This is an optimization exercise on Yosys and OpenROAD, whose aim is small area, a short achievable clock period and few clock cycles per item, not a production implementation.
For this run, only the layout was checked, not whether the RTL still works.
Power and IR drop assume default switching activity.

[flow/run.sh]
#!/bin/bash
# synth_recipe.tcl (not shown) runs the flow's synth.tcl, then flattens the netlist and writes it again
# the make line also repeats each setting of config.mk as NAME=value (left out here)
make -C /OpenROAD-flow-scripts/flow DESIGN_CONFIG=/design/flow/config.mk WORK_HOME=/design/flow/orfs CLKGATE_MAP_FILE= SYNTH_SCRIPT=/design/flow/synth_recipe.tcl finish
[flow/config.mk]
export PLATFORM = sky130hd
export DESIGN_NAME = largest_unreachable_coin_sum_core
export DESIGN_NICKNAME = largest_unreachable_coin_sum_core
export VERILOG_FILES = /design/flow/design.v
export SDC_FILE = /design/flow/constraint.sdc
export NUM_CORES = 8
export LEC_CHECK = 0
export CAP_MARGIN = 20
export CORE_MARGIN = 2
export CORE_UTILIZATION = 25
export PLACE_DENSITY = 0.35
export SLEW_MARGIN = 20
[flow/constraint.sdc]
create_clock -name core_clock -period 10.0 [get_ports {clk}]
set_input_delay 2.0000 -clock core_clock [delete_from_list [all_inputs] [get_ports {clk}]]
set_output_delay 2.0000 -clock core_clock [all_outputs]
set_load 0.01 [all_outputs]
[flow/design.v]
`default_nettype none
package lucs_pkg;
	localparam int FIELD_W = 12;
	localparam int SIZE_COUNT = 4;
	localparam int WORD_W = 128;
	localparam int WORD_LW = $clog2(WORD_W);
	localparam int N_WORDS = 4096 / WORD_W;
	localparam int QW = FIELD_W - WORD_LW;
endpackage
`default_nettype wire
`default_nettype none
module lucs_bitmem #(
	parameter int W = 128,
	parameter int DEPTH = 30
) (
	input  wire logic                 clk,
	input  wire logic [W-1:0]         wr_word,
	output logic [DEPTH-1:0][W-1:0]   hist
);
	always_ff @(posedge clk) begin
		hist <= {hist[DEPTH-2:0], wr_word};
	end
endmodule
`default_nettype wire
`default_nettype none
module largest_unreachable_coin_sum_core (
	input  wire logic               clk,
	input  wire logic               arst_n,
	input  wire logic               in_valid,
	output logic                    in_stall,
	input  wire logic [lucs_pkg::FIELD_W-1:0] size_first,
	input  wire logic [lucs_pkg::FIELD_W-1:0] size_second,
	input  wire logic [lucs_pkg::FIELD_W-1:0] size_third,
	input  wire logic [lucs_pkg::FIELD_W-1:0] size_fourth,
	input  wire logic [lucs_pkg::FIELD_W-1:0] upper_limit,
	output logic                    out_valid,
	input  wire logic               out_stall,
	output logic [lucs_pkg::FIELD_W-1:0]      largest_gap,
	output logic                    all_reachable
);
	localparam int FW = lucs_pkg::FIELD_W;
	localparam int NS = lucs_pkg::SIZE_COUNT;
	localparam int W  = lucs_pkg::WORD_W;
	localparam int LW = lucs_pkg::WORD_LW;
	localparam int QW = lucs_pkg::QW;
	localparam int NW = lucs_pkg::N_WORDS;
	localparam int HD = NW - 2;
	localparam int NF = 3;
	logic                  a_valid;
	logic [NS-1:0][FW-1:0] a_size;
	logic [FW-1:0]         a_lim;
	logic                  a_move;
	logic                  take;
	assign in_stall = a_valid && b_valid;
	always_ff @(posedge clk or negedge arst_n) begin
		if (!arst_n) begin
			a_valid <= 1'b0;
		end else begin
			a_valid <= (a_valid && !a_move) || (in_valid && !in_stall);
		end
	end
	always_ff @(posedge clk) begin
		if (!in_stall) begin
			a_size[0] <= size_first;
			a_size[1] <= size_second;
			a_size[2] <= size_third;
			a_size[3] <= size_fourth;
			a_lim     <= upper_limit;
		end
	end
	typedef enum logic [1:0] {
		B_HALVE,
		B_SQUARE,
		B_READY
	} b_phase_t;
	logic                  b_valid;
	b_phase_t              b_phase;
	logic [NS-1:0][FW-1:0] b_size;
	logic [FW-1:0]         b_lim;
	logic [FW-1:0]         b_lorig;
	logic                  b_red;
	logic                  b_any;
	logic                  d_direct;
	logic [FW-1:0]         d_dgap;
	logic                  d_dall;
	logic [LW:0]           d_amin;
	logic                  d_asmall;
	logic [3:0]            d_sqn;
	logic [W-1:0]          d_r0;
	logic [NS-1:0]         a_use;
	always_comb begin
		for (int k = 0; k < NS; k++) begin
			a_use[k] = (a_size[k] != '0) && (a_size[k] <= a_lim);
		end
	end
	logic b_move;
	assign a_move = a_valid && (!b_valid || b_move);
	logic          h_even;
	logic          h_half;
	logic [LW:0]   h_amin;
	logic          h_asmall;
	logic [3:0]    h_nsq;
	logic [W-1:0]  h_r0;
	logic          h_direct;
	logic [FW-1:0] h_dgap;
	logic          h_dall;
	logic [LW:0]   h_m01;
	logic [LW:0]   h_m23;
	logic [NS-1:0][LW:0] h_sm;
	always_comb begin
		h_even = 1'b1;
		for (int k = 0; k < NS; k++) begin
			if (b_size[k][0]) h_even = 1'b0;
		end
		h_half = b_any && h_even && !b_lim[0];
		for (int k = 0; k < NS; k++) begin
			h_sm[k] = ((b_size[k] != '0) && (b_size[k] <= FW'(W))) ? b_size[k][LW:0] : '1;
		end
		h_m01    = (h_sm[0] < h_sm[1]) ? h_sm[0] : h_sm[1];
		h_m23    = (h_sm[2] < h_sm[3]) ? h_sm[2] : h_sm[3];
		h_amin   = (h_m01 < h_m23) ? h_m01 : h_m23;
		h_asmall = (h_amin != '1);
		h_nsq = '0;
		for (int n = 0; n <= LW; n++) begin
			if (32'(h_amin) <= (W - 1) / ((1 << n) + 1)) h_nsq = 4'(n + 1);
		end
		h_r0    = '0;
		h_r0[0] = 1'b1;
		for (int k = 0; k < NS; k++) begin
			if ((b_size[k] != '0) && (b_size[k] < FW'(W))) h_r0[b_size[k][LW-1:0]] = 1'b1;
		end
		h_direct = 1'b0;
		h_dgap   = b_lorig;
		h_dall   = 1'b0;
		if (!b_any) begin
			h_direct = 1'b1;
			h_dall   = (b_lorig == '0);
		end else if (h_even) begin
			h_direct = 1'b1;
		end else if (h_amin == (LW+1)'(1)) begin
			h_direct = 1'b1;
			if (b_red) begin
				h_dgap = b_lorig - 1'b1;
			end else begin
				h_dgap = '0;
				h_dall = 1'b1;
			end
		end
	end
	logic [W-1:0] sq;
	always_comb begin
		for (int i = 0; i < W; i++) begin
			sq[i] = 1'b0;
			for (int d = 0; d <= i / 2; d++) begin
				sq[i] = sq[i] | (d_r0[d] & d_r0[i-d]);
			end
		end
	end
	always_ff @(posedge clk or negedge arst_n) begin
		if (!arst_n) begin
			b_valid <= 1'b0;
		end else if (a_move) begin
			b_valid <= 1'b1;
		end else if (b_move) begin
			b_valid <= 1'b0;
		end
	end
	always_ff @(posedge clk) begin
		if (a_move) begin
			for (int k = 0; k < NS; k++) b_size[k] <= a_use[k] ? a_size[k] : '0;
			b_lim   <= a_lim;
			b_lorig <= a_lim;
			b_red   <= 1'b0;
			b_any   <= |a_use;
			b_phase <= B_HALVE;
		end else begin
			case (b_phase)
				B_HALVE: begin
					if (h_half) begin
						for (int k = 0; k < NS; k++) b_size[k] <= b_size[k] >> 1;
						b_lim <= b_lim >> 1;
						b_red <= 1'b1;
					end else begin
						b_phase <= (h_direct || (h_nsq == '0)) ? B_READY : B_SQUARE;
					end
					d_direct <= h_direct;
					d_dgap   <= h_dgap;
					d_dall   <= h_dall;
					d_amin   <= h_amin;
					d_asmall <= h_asmall;
					d_sqn    <= h_nsq;
					d_r0     <= h_r0;
				end
				B_SQUARE: begin
					d_r0  <= sq;
					d_sqn <= d_sqn - 1'b1;
					if (d_sqn == 4'd1) b_phase <= B_READY;
				end
				default: begin
				end
			endcase
		end
	end
	typedef enum logic [1:0] {
		DP_IDLE,
		DP_RUN,
		DP_DIRECT
	} dp_state_t;
	dp_state_t     st;
	logic [QW-1:0] c;
	logic [NS-1:0] cu;
	logic [NS-1:0][QW-1:0] cq;
	logic [NS-1:0][LW-1:0] cr;
	logic [W-1:0]  r0;
	logic [QW-1:0] clast;
	logic [LW-1:0] cllo;
	logic [LW:0]   ca;
	logic          casmall;
	logic          cred;
	logic [FW-1:0] clorig;
	logic [FW-1:0] cdgap;
	logic          cdall;
	logic          abort;
	logic          dp_free;
	logic [2:0]    npend;
	logic          room;
	logic          pop;
	logic          b_ready;
	logic                  k_valid;
	logic [NS-1:0]         k_use;
	logic [NS-1:0][FW-1:0] k_size;
	logic [FW-1:0]         k_lim;
	logic [FW-1:0]         k_lorig;
	logic                  k_red;
	logic                  k_direct;
	logic [FW-1:0]         k_dgap;
	logic                  k_dall;
	logic [LW:0]           k_amin;
	logic                  k_asmall;
	logic [W-1:0]          k_r0;
	logic b_fast;
	assign b_fast  = (b_phase == B_HALVE) && !h_half && (h_direct || (h_nsq == '0));
	assign b_ready = b_valid && ((b_phase == B_READY) || b_fast);
	assign b_move  = b_ready && (!k_valid || take);
	assign room    = (npend < 3'(NF));
	assign dp_free = (st == DP_IDLE) || (st == DP_DIRECT) || ((st == DP_RUN) && ((c == clast) || abort));
	assign take    = dp_free && k_valid && room;
	always_ff @(posedge clk or negedge arst_n) begin
		if (!arst_n) begin
			k_valid <= 1'b0;
		end else if (b_move) begin
			k_valid <= 1'b1;
		end else if (take) begin
			k_valid <= 1'b0;
		end
	end
	always_ff @(posedge clk) begin
		if (b_move) begin
			for (int k = 0; k < NS; k++) k_use[k] <= (b_size[k] != '0);
			k_size   <= b_size;
			k_lim    <= b_lim;
			k_lorig  <= b_lorig;
			k_red    <= b_red;
			k_direct <= b_fast ? h_direct : d_direct;
			k_dgap   <= b_fast ? h_dgap   : d_dgap;
			k_dall   <= b_fast ? h_dall   : d_dall;
			k_amin   <= b_fast ? h_amin   : d_amin;
			k_asmall <= b_fast ? h_asmall : d_asmall;
			k_r0     <= b_fast ? h_r0     : d_r0;
		end
	end
	logic [HD-1:0][W-1:0] hist;
	logic [W-1:0]         y;
	lucs_bitmem #(
		.W    (W),
		.DEPTH(HD)
	) u_hist (
		.clk    (clk),
		.wr_word(y),
		.hist   (hist)
	);
	logic [NS-1:0][W-1:0] far_q;
	logic [NS-1:0][W-1:0] wb_q;
	logic [NS-1:0][W-1:0] wa_raw;
	logic [NS-1:0][W-1:0] win;
	logic [NS-1:0][W-1:0] far_d;
	logic [W-1:0]         wa;
	logic [W-1:0]         wb;
	logic [2*W-1:0]       pair;
	always_comb begin
		for (int k = 0; k < NS; k++) begin
			wa_raw[k] = (cq[k] == QW'(1)) ? hist[0] : far_q[k];
			wa = (cu[k] && (cq[k] != '0) && (c >= cq[k])) ? wa_raw[k] : '0;
			wb = (cu[k] && (c > cq[k])) ? ((cq[k] == '0) ? hist[0] : wb_q[k]) : '0;
			pair   = {wa, wb} << cr[k];
			win[k] = pair[2*W-1:W];
			far_d[k] = '0;
			for (int j = 0; j < HD; j++) begin
				if (cq[k] == QW'(j + 2)) far_d[k] = far_d[k] | hist[j];
			end
		end
	end
	always_ff @(posedge clk) begin
		far_q  <= far_d;
		wb_q   <= wa_raw;
	end
	logic [W-1:0] x;
	always_comb begin
		x = '0;
		for (int k = 0; k < NS; k++) x = x | win[k];
		if (c == '0) x[0] = 1'b1;
		for (int i = 0; i < W; i++) begin
			y[i] = x[i];
			for (int d = 1; d <= i; d++) begin
				y[i] = y[i] | (r0[d] & x[i-d]);
			end
		end
	end
	always_ff @(posedge clk or negedge arst_n) begin
		if (!arst_n) begin
			st <= DP_IDLE;
		end else if (take) begin
			st <= k_direct ? DP_DIRECT : DP_RUN;
		end else if (dp_free) begin
			st <= DP_IDLE;
		end
	end
	always_ff @(posedge clk) begin
		if (take) begin
			c      <= '0;
			r0     <= k_r0;
			for (int k = 0; k < NS; k++) begin
				cu[k] <= k_use[k];
				cq[k] <= k_size[k][FW-1:LW];
				cr[k] <= k_size[k][LW-1:0];
			end
			clast   <= k_lim[FW-1:LW];
			cllo    <= k_lim[LW-1:0];
			ca      <= k_amin;
			casmall <= k_asmall;
			cred    <= k_red;
			clorig  <= k_lorig;
			cdgap   <= k_dgap;
			cdall   <= k_dall;
		end else if (st == DP_RUN) begin
			c <= c + 1'b1;
		end
	end
	logic          e_valid;
	logic          e_direct;
	logic          e_first;
	logic          e_last;
	logic [QW-1:0] e_c;
	logic [LW-1:0] e_llo;
	logic [LW:0]   e_a;
	logic          e_asmall;
	logic          e_red;
	logic [FW-1:0] e_lorig;
	logic [FW-1:0] e_dgap;
	logic          e_dall;
	always_ff @(posedge clk or negedge arst_n) begin
		if (!arst_n) begin
			e_valid <= 1'b0;
		end else begin
			e_valid <= ((st == DP_RUN) && !abort) || (st == DP_DIRECT);
		end
	end
	always_ff @(posedge clk) begin
		e_direct <= (st == DP_DIRECT);
		e_first  <= (c == '0);
		e_last   <= (c == clast);
		e_c      <= c;
		e_llo    <= cllo;
		e_a      <= ca;
		e_asmall <= casmall;
		e_red    <= cred;
		e_lorig  <= clorig;
		e_dgap   <= cdgap;
		e_dall   <= cdall;
	end
	logic [W-1:0]  zm;
	logic          zfound;
	logic [LW-1:0] zidx;
	logic          run_ok;
	logic          lz_found;
	logic [FW-1:0] lz;
	logic          push;
	logic [FW-1:0] push_gap;
	logic          push_all;
	logic [W-1:0]  d0;
	logic          found;
	logic [FW-1:0] val;
	always_comb begin
		d0 = hist[0];
		for (int i = 0; i < W; i++) begin
			zm[i] = !d0[i] && (!e_last || (LW'(i) <= e_llo));
		end
		zfound = |zm;
		zidx   = '0;
		for (int i = 0; i < W; i++) begin
			if (zm[i]) zidx = LW'(i);
		end
		run_ok = e_asmall;
		for (int i = 0; i < W; i++) begin
			if ((i + 32'(e_a) >= W) && !d0[i]) run_ok = 1'b0;
		end
		abort = e_valid && !e_direct && !e_last && run_ok;
		found = zfound || (lz_found && !e_first);
		val   = zfound ? {e_c, zidx} : lz;
		push  = e_valid && (e_direct || e_last || run_ok);
		if (e_direct) begin
			push_gap = e_dgap;
			push_all = e_dall;
		end else if (e_red) begin
			push_gap = (e_last && !d0[e_llo]) ? e_lorig : (e_lorig - 1'b1);
			push_all = 1'b0;
		end else begin
			push_gap = found ? val : '0;
			push_all = !found;
		end
	end
	always_ff @(posedge clk) begin
		if (e_valid && !e_direct) begin
			if (zfound) begin
				lz       <= {e_c, zidx};
				lz_found <= 1'b1;
			end else if (e_first) begin
				lz_found <= 1'b0;
			end
		end
	end
	logic [NF-1:0]         rv;
	logic [NF-1:0][FW-1:0] rg;
	logic [NF-1:0]         ra;
	logic [NF-1:0]         qv;
	logic [NF-1:0][FW-1:0] qg;
	logic [NF-1:0]         qa;
	logic [NF-1:0]         nv;
	logic [NF-1:0][FW-1:0] ng;
	logic [NF-1:0]         na;
	assign pop = rv[0] && !out_stall;
	always_comb begin
		qv = pop ? (rv >> 1) : rv;
		qg = pop ? (rg >> FW) : rg;
		qa = pop ? (ra >> 1) : ra;
		nv = qv;
		ng = qg;
		na = qa;
		if (push) begin
			nv = {qv[NF-2:0], 1'b1};
			for (int i = 0; i < NF; i++) begin
				if (!qv[i] && ((i == 0) || qv[(i == 0) ? 0 : i-1])) begin
					ng[i] = push_gap;
					na[i] = push_all;
				end
			end
		end
	end
	always_ff @(posedge clk or negedge arst_n) begin
		if (!arst_n) begin
			rv    <= '0;
			npend <= '0;
		end else begin
			rv    <= nv;
			npend <= npend + 3'(take) - 3'(pop);
		end
	end
	always_ff @(posedge clk) begin
		rg <= ng;
		ra <= na;
	end
	assign out_valid     = rv[0];
	assign largest_gap   = rg[0];
	assign all_reachable = ra[0];
endmodule
`default_nettype wire
==> results.txt <==
## worst min-delay path by stage
stage / start / endpoint / slack, ns / cells past startpoint
detailed placement: clorig[4]$_DFFE_PP_ / e_lorig[4]$_DFF_P_ / 0.33 / 0
floorplan: ca[0]$_DFFE_PP_ / e_a[0]$_DFF_P_ / 0.32 / 0
global placement: cdgap[4]$_DFFE_PP_ / e_dgap[4]$_DFF_P_ / 0.33 / 0
CTS: u_hist.hist[2075]$_DFF_P_ / u_hist.hist[2203]$_DFF_P_ / 0.29 / 0
## power groups by stage
stage	combinational [mW]	sequential, mW	clock, mW
after floorplan	2.42	24.0	0
after global placement	4.00	24.1	0
after detailed placement	3.92	24.1	0
after CTS	3.93	23.6	28.1
## cells by family after synthesis
kind of cell	count (synthesis)
AO/OA/AOI/OAI	20800
XOR/XNOR	39
adder cells (fa/ha/maj)	111
buffers and inverters	6674
flip-flops	5722
multiplexers	2161
AND/OR/NAND/NOR	10600
## metrics by stage
stage / setup slack (ns) / hold slack (ns) / setup TNS, ns
detailed placement: -0.162 / 0.327 / -0.162
global placement: -1.54 / 0.328 / -774.85
CTS: 0.0553 / 0.294 / 0
floorplan: 0.429 / 0.323 / 0
## repair_timing
item,4_1_cts
endpoints found under the setup margin,11
hold buffers,0
gates resized for setup,4
## layer usage
metal  global-route usage  GRT overflow
met1                0.787             6
met2                0.852           220
met3                0.658            21
met4                0.662           184
met5                0.398             4
==> flow_summary.yaml <==
status:
  status: "aborted with a tool error"
  stop_stage: "5_1_grt"
  stop_error: "[ERROR GRT-0116] Global routing finished with congestion. Check the congestion regions in the DRC Viewer."
clock_network:
  cts_made_buffers: 695
  cts_sinks: 5722
  clockBufferDepth: 5
  ctsRootBufferMaster: "clkbuf_16"
  postCtsSetupRepairBufs: 0
  htreeDepth: 6
floorplan:
  initial_core_util: 0.251
  pin_count: 79
  die_h_um: 1270
  rows: 463
  die_w_um: 1270
grt:
  first_global_vias: 609000
  grt_start_max_net_pins: 137
  grt_overflow_total: 435
  grt_pass1_wl_um: 7800000
  grtUsageTotal: 0.750
logic_synthesis:
  synth_cells: 46100
  yosysTopAreaCell: "dfxtp_1"
  synth_top_family_by_area: "compound AO/OA/AOI/OAI gates"
  synth_enable_flop_cells: 753
  synth_flop_cell: "dfxtp_1"
  synth_area_leaders: "dfxtp_1, a22oi_1, mux4_2, edfxtp_1, a221oi_1"
  synth_seq_cells: 5722
  synth_fa_ha_area_frac: 0.00351
  synth-compound-area-share: 0.398
  synth_most_common_cell: "a22oi_1"
  muxShareOfSynthArea: 0.0911
  synth_top_area_share: 0.249
  syn_area_um2: 398000
  yosys_warnings: 2
  yosysSeqAreaShare: 0.307
  synth.avg_cell_area_um2: 8.63
  synth-xor-area-share: 0.000858
  ys_top_cells_by_count: "a22oi_1, clkbuf_1, dfxtp_1, nand3_1, a221oi_1"
  synth-simple-area-share: 0.135
  synthArstFlopShare: 0.00210
  synth.distinct_cells: 111
  syn-num-nets: 46300
placement:
  dp.cells: 66400
  dp_hpwl_um: 4400000
  io_buffers: 78
  place_congestion: 1.34
  dpl_cell_area_um2: 459000
